What follows belongs to an exercise in optimizing a design on an open flow for small area and few clock cycles per item; a production flow would make more cautious choices.
No run shown here included a check of the RTL's function; only the layout flow was run.
In every run shown here, the design's own scripts or RTL, not TritonCTS, make the clock network.
The clock port is modelled as an ideal driver, which makes a skipped or thinned clock tree look cheaper than it is; a real chip needs a root buffer or a tree.
Power and IR drop assume default switching activity.

--- flow/design.v ---
`timescale 1ns / 1ps
package uer_pkg;
  typedef enum logic [1:0] {
    PH_IDLE = 2'd0,
    PH_TRIG = 2'd1,
    PH_WAIT = 2'd2,
    PH_MEAS = 2'd3
  } phase_e;
  typedef enum logic {
    CFG_NEAR_THRESHOLD = 1'b0,
    CFG_TRIGGER_TICKS  = 1'b1
  } cfg_idx_e;
  localparam int unsigned CFG_IDX_W   = 1;
  localparam int unsigned CFG_DATA_W  = 16;
  localparam int unsigned THRESH_W    = 16;
  localparam int unsigned TICKS_W     = 8;
  localparam int unsigned SAMP_W      = 3;
  localparam int unsigned CM_W        = 15;
  localparam int unsigned HUND_W      = 7;
  localparam int unsigned CM_MAX      = 32767;
  localparam int unsigned THR_MILLI_W = 26;
  localparam int unsigned IN_TDATA_W  = 8;
  localparam int unsigned OUT_TDATA_W = 32;
  localparam logic [THRESH_W-1:0] THRESH_RST = 16'd20;
  localparam logic [TICKS_W-1:0]  TICKS_RST  = 8'd15;
  typedef struct packed {
    logic trigger;
    logic result;
    logic saturated;
  } flags_t;
endpackage
`timescale 1ns / 1ps
module uer_ctrl #(
  parameter int unsigned SAMPLES    = 5,
  parameter int unsigned WIDTH_BITS = 20
) (
  input  logic                          clk_i,
  input  logic                          rst_ni,
  input  logic [uer_pkg::TICKS_W-1:0]   trigger_ticks_i,
  input  logic                          fire_i,
  input  logic                          echo_level_i,
  input  logic                          start_request_i,
  output logic                          sum_inc_o,    
  output logic                          sum_clr_o,    
  output logic                          trig_o,       
  output logic                          res_o,        
  output logic                          sat_o         
);
  uer_pkg::phase_e             phase_q, phase_d;
  logic [WIDTH_BITS-1:0]       cnt_q, cnt_d;
  logic [uer_pkg::SAMP_W-1:0]  samp_q, samp_d;
  logic                        sat_q;
  logic is_idle, is_trig, is_wait, is_meas;
  logic cnt_max, cnt_hi, last, done, clr, inc, nz;
  assign is_idle = (phase_q == uer_pkg::PH_IDLE);
  assign is_trig = (phase_q == uer_pkg::PH_TRIG);
  assign is_wait = (phase_q == uer_pkg::PH_WAIT);
  assign is_meas = (phase_q == uer_pkg::PH_MEAS);
  assign cnt_hi  = &cnt_q[WIDTH_BITS-1:1];
  assign cnt_max = cnt_hi & cnt_q[0];
  assign last    = (samp_q == uer_pkg::SAMP_W'(SAMPLES - 1));
  assign clr   = fire_i & (is_idle | is_wait | (is_meas & !echo_level_i));
  assign inc   = fire_i & (is_trig | (is_wait & echo_level_i) |
                           (is_meas & (echo_level_i ? !cnt_max : last)));
  assign cnt_d = (cnt_q & {WIDTH_BITS{!clr}}) + WIDTH_BITS'(inc);
  assign done = (cnt_d[uer_pkg::TICKS_W-1:0] >= trigger_ticks_i);
  always_comb begin
    phase_d = phase_q;
    unique case (phase_q)
      uer_pkg::PH_IDLE: if (start_request_i) phase_d = uer_pkg::PH_TRIG;
      uer_pkg::PH_TRIG: if (done)            phase_d = uer_pkg::PH_WAIT;
      uer_pkg::PH_WAIT: if (echo_level_i)    phase_d = uer_pkg::PH_MEAS;
      default: if (!echo_level_i) phase_d = last ? uer_pkg::PH_IDLE : uer_pkg::PH_TRIG;
    endcase
  end
  assign samp_d = (samp_q & {uer_pkg::SAMP_W{!(fire_i & is_idle)}}) +
                  uer_pkg::SAMP_W'(fire_i & is_meas & !echo_level_i & !last);
  always_ff @(posedge clk_i or negedge rst_ni) begin
    if (!rst_ni) begin
      phase_q <= uer_pkg::PH_IDLE;
    end else if (fire_i) begin
      phase_q <= phase_d;
    end
  end
  always_ff @(posedge clk_i) begin
    cnt_q  <= cnt_d;
    samp_q <= samp_d;
    sat_q  <= (sat_q & !(fire_i & is_idle)) |
              (fire_i & is_meas & echo_level_i & cnt_hi);
  end
  assign sum_inc_o = fire_i & phase_q[1] & echo_level_i & !cnt_max;
  assign sum_clr_o = fire_i & is_idle;
  assign nz     = |cnt_q[uer_pkg::TICKS_W-1:0];
  assign trig_o = nz & (is_trig | is_wait);
  assign res_o  = nz & is_idle;
  assign sat_o  = sat_q;
endmodule
`timescale 1ns / 1ps
module uer_scale #(
  parameter int unsigned SAMPLES    = 5,
  parameter int unsigned WIDTH_BITS = 20
) (
  input  logic                          clk_i,
  input  logic [uer_pkg::THRESH_W-1:0]  near_threshold_i,
  input  logic                          sum_inc_i,
  input  logic                          sum_clr_i,
  output logic [uer_pkg::CM_W-1:0]      distance_cm_o,
  output logic [uer_pkg::HUND_W-1:0]    distance_hundredths_o,
  output logic                          near_flag_o
);
  logic [uer_pkg::SAMP_W-1:0] rem_q;
  logic [3:0]                 qd_q;
  logic [uer_pkg::HUND_W-1:0] hund_q;
  logic [uer_pkg::CM_W-1:0]   cm_q;
  logic                       rem_wrap, q_inc, c1, c2, frac_zero;
  logic [uer_pkg::HUND_W:0]   hund_sum;
  assign rem_wrap = (rem_q == uer_pkg::SAMP_W'(SAMPLES - 1));
  assign q_inc    = sum_inc_i & rem_wrap;
  assign c1       = (qd_q != 4'd0) && (qd_q != 4'd3) && (qd_q != 4'd6);
  assign hund_sum = {1'b0, hund_q} + (c1 ? 8'd2 : 8'd1);
  assign c2       = (hund_sum >= 8'd100);
  always_ff @(posedge clk_i) begin
    if (sum_clr_i) begin
      rem_q  <= '0;
      qd_q   <= '0;
      hund_q <= '0;
      cm_q   <= '0;
    end else if (sum_inc_i) begin
      rem_q <= rem_wrap ? '0 : rem_q + uer_pkg::SAMP_W'(1);
      if (rem_wrap) begin
        qd_q   <= (qd_q == 4'd9) ? 4'd0 : qd_q + 4'd1;
        hund_q <= c2 ? uer_pkg::HUND_W'(hund_sum - 8'd100) : hund_sum[uer_pkg::HUND_W-1:0];
        cm_q   <= cm_q + uer_pkg::CM_W'(c2);
      end
    end
  end
  assign frac_zero = (qd_q == 4'd0) && (hund_q == '0);
  assign distance_cm_o         = cm_q;
  assign distance_hundredths_o = hund_q;
  assign near_flag_o           = {near_threshold_i, frac_zero} > {1'b0, cm_q, 1'b0};
endmodule
`timescale 1ns / 1ps
module ultrasonic_echo_ranger #(
  parameter int unsigned SAMPLES    = 5,
  parameter int unsigned WIDTH_BITS = 20
) (
  input  logic                              clk_i,
  input  logic                              rst_ni,
  input  logic [uer_pkg::IN_TDATA_W-1:0]    s_axis_tdata,
  input  logic                              s_axis_tvalid,
  output logic                              s_axis_tready,
  output logic [uer_pkg::OUT_TDATA_W-1:0]   m_axis_tdata,
  output logic                              m_axis_tvalid,
  input  logic                              m_axis_tready,
  input  logic                              cfg_we_i,
  input  logic [uer_pkg::CFG_IDX_W-1:0]     cfg_idx_i,
  input  logic [uer_pkg::CFG_DATA_W-1:0]    cfg_wdata_i
);
  logic [uer_pkg::THRESH_W-1:0] thresh_q;
  logic [uer_pkg::TICKS_W-1:0]  ticks_q;
  logic                         valid_q, fire;
  logic                         sum_inc, sum_clr, trig, res, sat, near;
  logic [uer_pkg::CM_W-1:0]     cm;
  logic [uer_pkg::HUND_W-1:0]   hund;
  always_ff @(posedge clk_i or negedge rst_ni) begin
    if (!rst_ni) begin
      thresh_q <= uer_pkg::THRESH_RST;
      ticks_q  <= uer_pkg::TICKS_RST;
    end else if (cfg_we_i) begin
      unique case (cfg_idx_i)
        uer_pkg::CFG_NEAR_THRESHOLD: thresh_q <= cfg_wdata_i[uer_pkg::THRESH_W-1:0];
        uer_pkg::CFG_TRIGGER_TICKS:  ticks_q  <= cfg_wdata_i[uer_pkg::TICKS_W-1:0];
        default: ;
      endcase
    end
  end
  assign s_axis_tready = !valid_q || m_axis_tready;
  assign fire          = s_axis_tvalid && s_axis_tready;
  always_ff @(posedge clk_i or negedge rst_ni) begin
    if (!rst_ni) begin
      valid_q <= 1'b0;
    end else if (s_axis_tready) begin
      valid_q <= s_axis_tvalid;
    end
  end
  uer_ctrl #(
    .SAMPLES    (SAMPLES),
    .WIDTH_BITS (WIDTH_BITS)
  ) u_ctrl (
    .clk_i           (clk_i),
    .rst_ni          (rst_ni),
    .trigger_ticks_i (ticks_q),
    .fire_i          (fire),
    .echo_level_i    (s_axis_tdata[0]),
    .start_request_i (s_axis_tdata[1]),
    .sum_inc_o       (sum_inc),
    .sum_clr_o       (sum_clr),
    .trig_o          (trig),
    .res_o           (res),
    .sat_o           (sat)
  );
  uer_scale #(
    .SAMPLES    (SAMPLES),
    .WIDTH_BITS (WIDTH_BITS)
  ) u_scale (
    .clk_i                 (clk_i),
    .near_threshold_i      (thresh_q),
    .sum_inc_i             (sum_inc),
    .sum_clr_i             (sum_clr),
    .distance_cm_o         (cm),
    .distance_hundredths_o (hund),
    .near_flag_o           (near)
  );
  assign m_axis_tvalid = valid_q;
  assign m_axis_tdata  = {6'd0, sat & res, near & res, hund & {uer_pkg::HUND_W{res}},
                          cm & {uer_pkg::CM_W{res}}, res, trig};
endmodule
--- flow/flow/run.sh ---
#!/bin/bash
# Layout flow:
#  1. the standard synthesis (standard.sh synth, unchanged);
#  2. an area re-mapping of its combinational logic with Yosys/ABC
#     (registers are black boxes, so they keep names and cell types);
#  3. standard ORFS floorplan and placement, with the smallest buffer cell
#     on every port;
#  4. a small clock tree of our own (flow/mycts.tcl): the smallest of a few
#     buffer arrangements whose clock pin slews stay well under the limit;
#  5. standard ORFS routing and finish.
# Each tool's full output goes to a log file here (and ORFS's per-step logs
# under orfs/logs/).
set -euo pipefail
R=orfs/results/${FLOW_PLATFORM}/ultrasonic_echo_ranger/base
PLAT_DIR=${FLOW_HOME}/platforms/${FLOW_PLATFORM}
LIB=${PLAT_DIR}/lib/sky130_fd_sc_hd__tt_025C_1v80.lib
ARGS=("BUFFER_PORTS_ARGS=-buffer_cell sky130_fd_sc_hd__buf_1")

bash standard.sh synth > synth_std.log 2>&1

cp $R/1_2_yosys.v synth_std.v
sed -e "s|@LIB@|$LIB|g" -e "s|@IN@|synth_std.v|" -e "s|@OUT@|synth_area.v|" \
    -e "s|@TOP@|$FLOW_TOP|" -e "s|@ABC@|flow/area.abc|" -e "s|@STAT@|synth_area_stat.txt|" \
    flow/resynth.ys.in > resynth.ys
yosys -s resynth.ys > resynth.log 2>&1
cp synth_area.v $R/1_2_yosys.v
rm -f $R/1_synth.odb $R/1_synth.sdc

bash standard.sh "${ARGS[@]}" place > place_std.log 2>&1

# Clock tree: arrangements in order of buffer area (leaves, leaf cell, root
# cell); the first whose worst clock pin slew is at most 0.115 ns is kept.
SLEW_LIMIT=0.115
mkdir -p cts_try
chosen=""
i=0
for cfg in "4 clkbuf_8 clkbuf_8" "8 clkbuf_4 clkbuf_4" "8 clkbuf_4 clkbuf_8" \
           "16 clkbuf_2 clkbuf_8" "4 clkbuf_16 clkbuf_16"; do
  set -- $cfg
  PLAT_DIR=$PLAT_DIR IN_ODB=$R/3_place.odb IN_SDC=$R/3_place.sdc \
    OUT_ODB=cts_try/$i.odb OUT_SDC=cts_try/$i.sdc NLEAF=$1 \
    LEAF_BUF=sky130_fd_sc_hd__$2 ROOT_BUF=sky130_fd_sc_hd__$3 \
    openroad -no_init -exit flow/mycts.tcl > mycts_$i.log 2>&1
  res=$(grep '^CTS_RESULT' mycts_$i.log | tail -1)
  echo "try $i ($cfg): $res" >> mycts_choice.log
  slew=$(echo "$res" | awk '{print $3}')
  if [[ -n "$slew" ]] && awk -v s="$slew" -v l="$SLEW_LIMIT" 'BEGIN{exit !(s <= l)}'; then
    chosen=$i
    break
  fi
  i=$((i + 1))
done
[[ -n "$chosen" ]] || chosen=$i
echo "chosen $chosen" >> mycts_choice.log
cp cts_try/$chosen.odb $R/4_1_cts.odb
cp cts_try/$chosen.odb $R/4_cts.odb
cp cts_try/$chosen.sdc $R/4_cts.sdc
rm -rf cts_try

bash standard.sh "${ARGS[@]}" finish > finish_std.log 2>&1
--- flow/flow/area.abc ---
strash
&get -n
&deepsyn -T 20
&put
amap
--- flow/flow/mycts.tcl ---
# Clock distribution for a small design. The register clock pins are split
# into NLEAF groups of nearby pins (halving by x, then y, and so on); each
# group gets a LEAF_BUF clock buffer at its centre. With four leaves or fewer
# the clock port drives the leaf buffers; with more, the port drives one
# ROOT_BUF buffer at the centre of the leaves, which drives them.
# Env: PLAT_DIR, IN_ODB, IN_SDC, OUT_ODB, OUT_SDC, NLEAF, LEAF_BUF, ROOT_BUF
# Prints "CTS_RESULT <buffer area um2> <worst clock pin slew ns>".
read_lef $::env(PLAT_DIR)/lef/sky130_fd_sc_hd.tlef
read_lef $::env(PLAT_DIR)/lef/sky130_fd_sc_hd_merged.lef
read_liberty $::env(PLAT_DIR)/lib/sky130_fd_sc_hd__tt_025C_1v80.lib
read_db $::env(IN_ODB)
read_sdc $::env(IN_SDC)
source $::env(PLAT_DIR)/setRC.tcl

set block [ord::get_db_block]
set db [ord::get_db]
set clk [lindex [all_clocks] 0]
set src [get_property [lindex [get_property $clk sources] 0] full_name]
set clknet [$block findNet $src]
$clknet setSigType CLOCK

set pts {}
foreach it [$clknet getITerms] {
  set b [[$it getInst] getBBox]
  lappend pts [list [expr {([$b xMin] + [$b xMax]) / 2}] [expr {([$b yMin] + [$b yMax]) / 2}] $it]
}

# Split a list of points in two halves along axis (0 = x, 1 = y).
proc split_pts {pts axis} {
  set pts [lsort -integer -index $axis $pts]
  set h [expr {[llength $pts] / 2}]
  return [list [lrange $pts 0 [expr {$h - 1}]] [lrange $pts $h end]]
}
set groups [list $pts]
set axis 0
while {[llength $groups] < $::env(NLEAF)} {
  set next {}
  foreach g $groups { lappend next {*}[split_pts $g $axis] }
  set groups $next
  set axis [expr {1 - $axis}]
}

proc centre {pts} {
  set sx 0; set sy 0
  foreach p $pts { set sx [expr {$sx + [lindex $p 0]}]; set sy [expr {$sy + [lindex $p 1]}] }
  return [list [expr {$sx / [llength $pts]}] [expr {$sy / [llength $pts]}]]
}

proc add_buf {name master in_net out_net xy} {
  set buf [odb::dbInst_create [ord::get_db_block] $master $name]
  [$buf findITerm A] connect $in_net
  [$buf findITerm X] connect $out_net
  $buf setLocation [lindex $xy 0] [lindex $xy 1]
  $buf setPlacementStatus PLACED
  return $buf
}

set area 0
set feed $clknet
if {[llength $groups] > 4} {
  set rmaster [$db findMaster $::env(ROOT_BUF)]
  set feed [odb::dbNet_create $block clknet_root]
  $feed setSigType CLOCK
  add_buf clkbuf_root $rmaster $clknet $feed [centre $pts]
  set area [expr {$area + [$rmaster getWidth] * [$rmaster getHeight] / 1e6}]
}
set lmaster [$db findMaster $::env(LEAF_BUF)]
set i 0
foreach g $groups {
  set net [odb::dbNet_create $block clknet_leaf_$i]
  $net setSigType CLOCK
  foreach p $g {
    set it [lindex $p 2]
    $it disconnect
    $it connect $net
  }
  add_buf clkbuf_leaf_$i $lmaster $feed $net [centre $g]
  set area [expr {$area + [$lmaster getWidth] * [$lmaster getHeight] / 1e6}]
  incr i
}

detailed_placement
check_placement -verbose
set_propagated_clock [all_clocks]
estimate_parasitics -placement

set w 0
foreach p [get_pins -of_objects [get_nets clknet_leaf_*]] {
  foreach v [list [get_property $p slew_max_rise] [get_property $p slew_max_fall]] {
    if {$v > $w} { set w $v }
  }
}
report_clock_skew
report_check_types -max_slew -max_capacitance -violators
report_worst_slack -min
report_worst_slack -max
puts "CTS_RESULT $area $w"
write_db $::env(OUT_ODB)
write_sdc $::env(OUT_SDC)
--- flow/flow/resynth.ys.in ---
# Re-map the combinational logic of the standard synthesis netlist for area.
# Flip-flops are kept as black boxes, so every register keeps its instance
# name, cell type and connections.
read_liberty -ignore_miss_func @LIB@
blackbox sky130_fd_sc_hd__df*
read_verilog @IN@
hierarchy -top @TOP@
flatten
opt -purge
abc -liberty @LIB@ -dont_use *probe* -dont_use *lpflow* -script @ABC@
opt_clean -purge
hilomap -singleton -hicell sky130_fd_sc_hd__conb_1 HI -locell sky130_fd_sc_hd__conb_1 LO
insbuf -buf sky130_fd_sc_hd__buf_4 A X
splitnets
opt_clean -purge
tee -o @STAT@ stat -liberty @LIB@
write_verilog -noattr -nohex -nodec @OUT@
--- flow/standard.sh ---
#!/bin/bash
# synth_recipe.tcl (not shown) runs the flow's synth.tcl, then flattens the netlist and writes it again
# the make line also repeats each setting of config.mk as NAME=value (left out here)
make -C /OpenROAD-flow-scripts/flow DESIGN_CONFIG=/design/flow/config.mk WORK_HOME=/design/flow/orfs CLKGATE_MAP_FILE= SYNTH_SCRIPT=/design/flow/synth_recipe.tcl "${@:-finish}"
--- flow/config.mk ---
export PLATFORM = sky130hd
export DESIGN_NAME = ultrasonic_echo_ranger
export DESIGN_NICKNAME = ultrasonic_echo_ranger
export VERILOG_FILES = /design/flow/design.v
export SDC_FILE = /design/flow/constraint.sdc
export NUM_CORES = 4
export LEC_CHECK = 0
export CAP_MARGIN = 20
export CORE_MARGIN = 2
export CORE_UTILIZATION = 75
export PLACE_DENSITY = 0.9
export SLEW_MARGIN = 20
--- flow/constraint.sdc ---
create_clock -name core_clock -period 9.0 [get_ports {clk_i}]
set_input_delay 1.8000 -clock core_clock [delete_from_list [all_inputs] [get_ports {clk_i}]]
set_output_delay 1.8000 -clock core_clock [all_outputs]
set_load 0.01 [all_outputs]
==> results of run 1 <==
## worst min path at each step
stage | slack, ns | to | start | depth (start not counted)
2_1_floorplan | 0.43 | u_ctrl.cnt_q[13] | u_ctrl.cnt_q[13] | 2
3_3_place_gp | 0.45 | u_ctrl.cnt_q[19] | u_ctrl.cnt_q[19] | 1
3_5_place_dp | 0.45 | u_scale.cm_q[14] | u_scale.cm_q[14] | 1
5_1_grt | 0.48 | u_ctrl.cnt_q[19] | u_ctrl.cnt_q[19] | 1
6_report | 0.46 | u_ctrl.cnt_q[13] | u_ctrl.cnt_q[13] | 2
## tightest hold or removal path, cell delays in order, from the launching register on
cell,delay (ns)
dfxtp_1,0.34
clkinv_1,0.05
a21oi_1,0.05
## metal layers
| layer | part of all wire (%) | GRT usage (%) |
|---|---|---|
| met1 | 44 | 37.8 |
| met5 | 0 | 0 |
| met4 | 1.4 | 4.94 |
| met3 | 4.5 | 3.31 |
| met2 | 50 | 54.3 |
## sequential cells by signal, indices dropped and copies added, names as in the netlist
name,count
u_ctrl.cnt_q,20
u_ctrl.samp_q,3
u_scale.cm_q,15
valid_q,1
u_scale.rem_q,3
thresh_q,16
u_ctrl.phase_q,2
u_ctrl.sat_q,1
u_scale.hund_q,7
ticks_q,8
u_scale.qd_q,4
## per-stage QoR
stage / cell area, um2 / cells / power (mW)
floorplan: 3610 / 446 / 0.585
global placement: 3850 / 549 / 0.640
detailed placement: 3850 / 549 / 0.649
global route: 3920 / 558 / 0.842
finish: 3920 / 558 / 0.796
## cell usage in the layout, fill, tap and decap left out, types with 13 or more instances in the layout
| cell | count |
|---|---|
| a211oi_1 | 16 |
| a21oi_1 | 13 |
| buf_1 | 51 |
| clkinv_1 | 84 |
| dfrtp_1 | 21 |
| dfxtp_1 | 53 |
| nand2_1 | 29 |
| nor2_1 | 80 |
| nor3_1 | 14 |
| o21ai_0 | 22 |
| o22ai_1 | 21 |
## area by class of cell
class                           instances  area (um2)
Tap cell                               54        67.6
Inverter                               84         315
Multi-Input combinational cell        276        1500
Timing Repair Buffer                   55         221
Sequential cell                        80        1740
Fill cell                             323         743
Buffer                                  9        67.6
## power groups by stage
stage	combinational (mW)	sequential [mW]	clock (mW)
2_1_floorplan	0.153	0.431	0
3_3_place_gp	0.202	0.437	0
3_5_place_dp	0.209	0.440	0
5_1_grt	0.237	0.439	0.166
6_report	0.212	0.433	0.151
==> impl_metrics.py, run 1 <==
metrics = {
    "setup_path": {
        "crit_type": "in2reg",
        "r2r_slack_ns": 3.51,
        "critPathCapture": "u_scale.cm_q[14]",
        "crit_top_cell": "nor2_1",
        "startpoint_type": "primary input",
        "critical_path_cell_count": 33,
        "crit_family": "simple AND/OR/NAND/NOR gates",
        "arrival_ns": 6.82,
        "cpPeakStageDelay_ns": 0.39,
        "r2r_start": "valid_q",
        "cp-end-kind": "flop",
        "startpoint": "m_axis_tready",
        "cpMaxStageDelayCell": "or3_1",
        "r2r-end": "u_scale.cm_q[14]",
        "worstPathRequired_ns": 9.36,
        "worstPathMaxFanout": 7,
        "crit_buf_inv": 10,
        "reg2regPathDepth": 32,
    },
    "logic_synthesis": {
        "ys_warn_count": 3,
        "synth_cells": 441,
        "synth_area_um2": 3590,
        "syn_area_per_cell_um2": 8.13,
    },
    "clock_tree": {
        "clock_latency_ns": 0.42,
        "path_clk_slew_ns": 0.10,
    },
    "die": {
        "core_area_um2": 4660,
        "start_util_pct": 77.0,
        "fp.dieW_um": 73.2,
        "rows": 25,
        "die_area_um2": 5350,
        "die_y_um": 73.2,
        "io_pins": 64,
    },
    "global_route": {
        "grt_pass1_wl_um": 13000,
        "grt_pass1_vias": 3107,
        "track_usage_pct": 29.6,
        "grt.overflow.total": 0,
        "antenna_found_initial": 0,
        "grt_max_degree": 28,
    },
    "status": {
        "status": "no timing/DRC/antenna violations",
    },
    "detailed_routing": {
        "viasPerCell": 5.82,
        "ant_nets": 0,
        "first_pass_iters": 4,
        "vias": 3248,
        "drcViolationCount": 0,
        "drt-total-wl_um": 7760,
        "routedWlPerCell_um": 13.9,
        "drt-initial-drc-count": 169,
    },
    "timing": {
        "hold_violations": 0,
        "fin_tns_setup_ns": 0,
        "layout_setup_ws_ns": 2.54,
        "fin_crit_sh_pct": 71.8,
        "fmax_mhz": 155,
        "holdWs_ns": 0.465,
        "rsz0062_at_grt": "false",
        "post-route-min-period_ns": 6.46,
        "tightestPinTransition_ns": 0.714,
        "max-slew-margin-rel_pct": 52.1,
        "fin_worst_skew_ns": 0.00744,
        "drv_slew": 0,
        "setup_viol": 0,
    },
    "final_layout": {
        "nets": 536,
        "area_growth_pct": 9.21,
        "final_util_pct": 84.1,
        "drive_gt1_share_pct": 3.77,
        "antennaDiodeCount": 0,
    },
    "placement": {
        "numPortBuffers": 51,
        "hpwl_um": 5760,
        "gp_congestion": 0.916,
        "place_ws_ns": 2.24,
    },
    "pwr": {
        "p_int_uw": 521,
        "p_seq_share_pct": 54.4,
        "power_density_nw_per_um2": 203,
        "combPwrFrac_pct": 26.6,
        "power.switching_uw": 275,
        "power_leakage_nw": 1.44,
        "ir_worst_vdd_mv": 0.155,
        "p_clk_share_pct": 19.0,
        "swShare_pct": 34.6,
    },
    "worst_hold_path": {
        "hold_class": "reg2reg",
    },
    "job": {
        "max-cap-violations": 0,
    },
}
==> run 2, diff against run 1 <==
--- a/flow/config.mk
+++ b/flow/config.mk
@@ -9,4 +9,4 @@
 export CORE_MARGIN = 2
-export CORE_UTILIZATION = 75
-export PLACE_DENSITY = 0.9
+export CORE_UTILIZATION = 65
+export PLACE_DENSITY = 0.8
 export SLEW_MARGIN = 20
==> run 2 against run 1 <==
Compared with the run above: hold slack lost 0.0042 ns; global-route usage fell by 5.4 points; flip-flop and latch count did not move; register-to-register slack worse by 0.58 ns; critical endpoint unchanged; highest routed layer unchanged; total power rose by 6.7%; final cell count grew 3.6%; sequential share of layout area down 0.38 points; fmax shrank 9.1%.
==> impl_metrics.py, run 2 <==
metrics = {
    "status": {
        "status": "no timing/DRC/antenna violations",
    },
    "detailed_routing": {
        "first_pass_iters": 4,
        "ant_nets": 0,
        "drcViolationCount": 0,
        "vias": 3162,
        "drt-initial-drc-count": 90,
        "viasPerCell": 5.47,
        "routedWlPerCell_um": 12.5,
        "drt-total-wl_um": 7230,
    },
    "timing": {
        "fmax_mhz": 141,
        "layout_setup_ws_ns": 1.89,
        "drv_slew": 0,
        "tightestPinTransition_ns": 0.897,
        "fin_tns_setup_ns": 0,
        "fin_crit_sh_pct": 79.0,
        "setup_viol": 0,
        "rsz0062_at_grt": "false",
        "fin_worst_skew_ns": 0.00896,
        "post-route-min-period_ns": 7.11,
        "hold_violations": 0,
        "max-slew-margin-rel_pct": 39.6,
    },
    "setup_path": {
        "r2r-end": "u_scale.cm_q[14]",
        "arrival_ns": 7.47,
        "r2r_slack_ns": 2.93,
        "cpPeakStageDelay_ns": 0.39,
        "worstPathMaxFanout": 5,
        "startpoint": "s_axis_tdata[0]",
        "startpoint_type": "primary input",
        "crit_type": "in2reg",
        "cpMaxStageDelayCell": "nor3_1",
        "r2r_start": "u_ctrl.phase_q[1]",
        "worstPathRequired_ns": 9.36,
        "crit_top_cell": "nor2_1",
        "cp-end-kind": "flop",
        "reg2regPathDepth": 39,
    },
    "global_route": {
        "top_usage_layer": "met2",
        "grt.met3_usage_pct": 2.30,
        "grt_pass1_vias": 2978,
        "grt.overflow.total": 0,
        "antenna_found_initial": 0,
        "grt_max_degree": 28,
        "track_usage_pct": 24.1,
        "met2_usage_pct": 45.5,
        "use_met1_pct": 30.8,
        "grt_pass1_wl_um": 12400,
    },
    "final_layout": {
        "antennaDiodeCount": 0,
        "nets": 538,
        "final_util_pct": 72.6,
        "reg_top3": "u_ctrl.cnt_q: 20 flops, thresh_q: 16 flops, u_scale.cm_q: 15 flops",
        "regMostFlops": "u_ctrl.cnt_q",
        "largest_reg_flops": 20,
        "final_common_cell": "clkinv_1",
        "area_growth_pct": 9.58,
        "drive_gt1_share_pct": 3.56,
        "layout_common_cells": "88 x clkinv_1, 79 x nor2_1, 53 x dfxtp_1, 51 x buf_1, 32 x nand2_1",
    },
    "placement": {
        "place_ws_ns": 1.47,
        "gp_congestion": 0.850,
        "numPortBuffers": 51,
        "hpwl_um": 5420,
    },
    "pwr": {
        "ir_worst_vdd_mv": 0.191,
        "power_leakage_nw": 1.47,
        "power_density_nw_per_um2": 215,
    },
    "worst_hold_path": {
        "worstHoldStart": "u_ctrl.cnt_q[19]",
        "hold_class": "reg2reg",
        "holdPathStages": 1,
        "whs_endpoint": "u_ctrl.cnt_q[19]",
    },
    "die": {
        "start_util_pct": 66.3,
        "fp.dieW_um": 78.5,
        "die_area_um2": 6160,
        "io_pins": 64,
        "rows": 27,
        "core_area_um2": 5440,
        "die_y_um": 78.5,
    },
    "clock_tree": {
        "path_clk_slew_ns": 0.10,
        "clock_latency_ns": 0.42,
    },
    "logic_synthesis": {
        "syn_area_per_cell_um2": 8.12,
        "ys_warn_count": 3,
        "synth_area_um2": 3610,
        "synth_cells": 444,
    },
    "job": {
        "max-cap-violations": 0,
    },
}
-- run 2: cell type report --
class,count,area [um2]
flip-flops and latches,80,1740
plain buffers,9,67.6
repair buffers,54,214
multi-input cells,275,1510
well taps,72,90.1
fillers,458,1490
inverters,88,330
-- run 2: critical path, delay by kind of cell --
| kind | cells | cell delay [ns] |
|---|---|---|
| simple gates | 23 | 3.56 |
| compound gates | 4 | 0.60 |
| buf+inv | 13 | 1.50 |
-- run 2: worst max path at each step --
| stage | end | slack [ns] |
|---|---|---|
| floorplan | u_scale.cm_q[14] | 2.60 |
| global route | u_scale.cm_q[14] | 1.06 |
| global placement | u_scale.cm_q[14] | 1.68 |
| detailed placement | u_scale.cm_q[14] | 1.47 |
| finish | u_scale.cm_q[14] | 1.89 |
-- run 2: stage by stage --
step / area, um2 / std cells / hold WS, ns / power [mW]
after detailed placement: 3880 / 569 / 0.449 / 0.707
after global routing: 3950 / 578 / 0.478 / 0.908
after floorplan: 3620 / 449 / 0.429 / 0.638
after global placement: 3880 / 569 / 0.442 / 0.694
final: 3950 / 578 / 0.461 / 0.849
-- run 2: power by group --
part           switching (mW)  total (mW)  internal, mW
Clock                   0.104       0.151        0.0465
Sequential             0.0385       0.450         0.412
Combinational           0.153       0.248        0.0954
Total                   0.295       0.849         0.554
-- run 2: layer usage --
layer	share of wire [%]	wire length, um
met1	45	3230
met2	50	3620
met3	4.2	304
met4	1.0	75
met5	0	0

[port drivers added, routing unchanged]
How much do the figures lean on ideal ports? The routed layouts below were timed once more, with nothing changed but the port constraints.
Step 1 (the two cells are an assumption about what drives the block):
set clk [get_ports {clk_i}]
set_driving_cell -lib_cell sky130_fd_sc_hd__clkbuf_16 $clk
set_driving_cell -lib_cell sky130_fd_sc_hd__buf_2 [delete_from_list [all_inputs] $clk]
Step 2 also shifts input and output timing later by t, the mid clock arrival at the registers, as if the neighbouring blocks saw the same clock.
a / b / c = no drivers / after step 1 / after step 2; a / b = the first two.
run	t, ns	slack for setup (ns)	hold WS [ns]	clock arrival spread, ns	worst slew at a driven data input, ns
run 1	0.445	2.538 / 2.541 / 2.096	0.465 / 0.465 / 0.465	0.007 / 0.008	0.03
run 2	0.443	1.888 / 1.892 / 1.450	0.461 / 0.461 / 0.461	0.009 / 0.009	0.03
After both steps setup and hold are still met in every run listed. The setup slack of run 1, which loses most, moves by +0.003 ns with the drivers and by -0.442 ns with both steps.
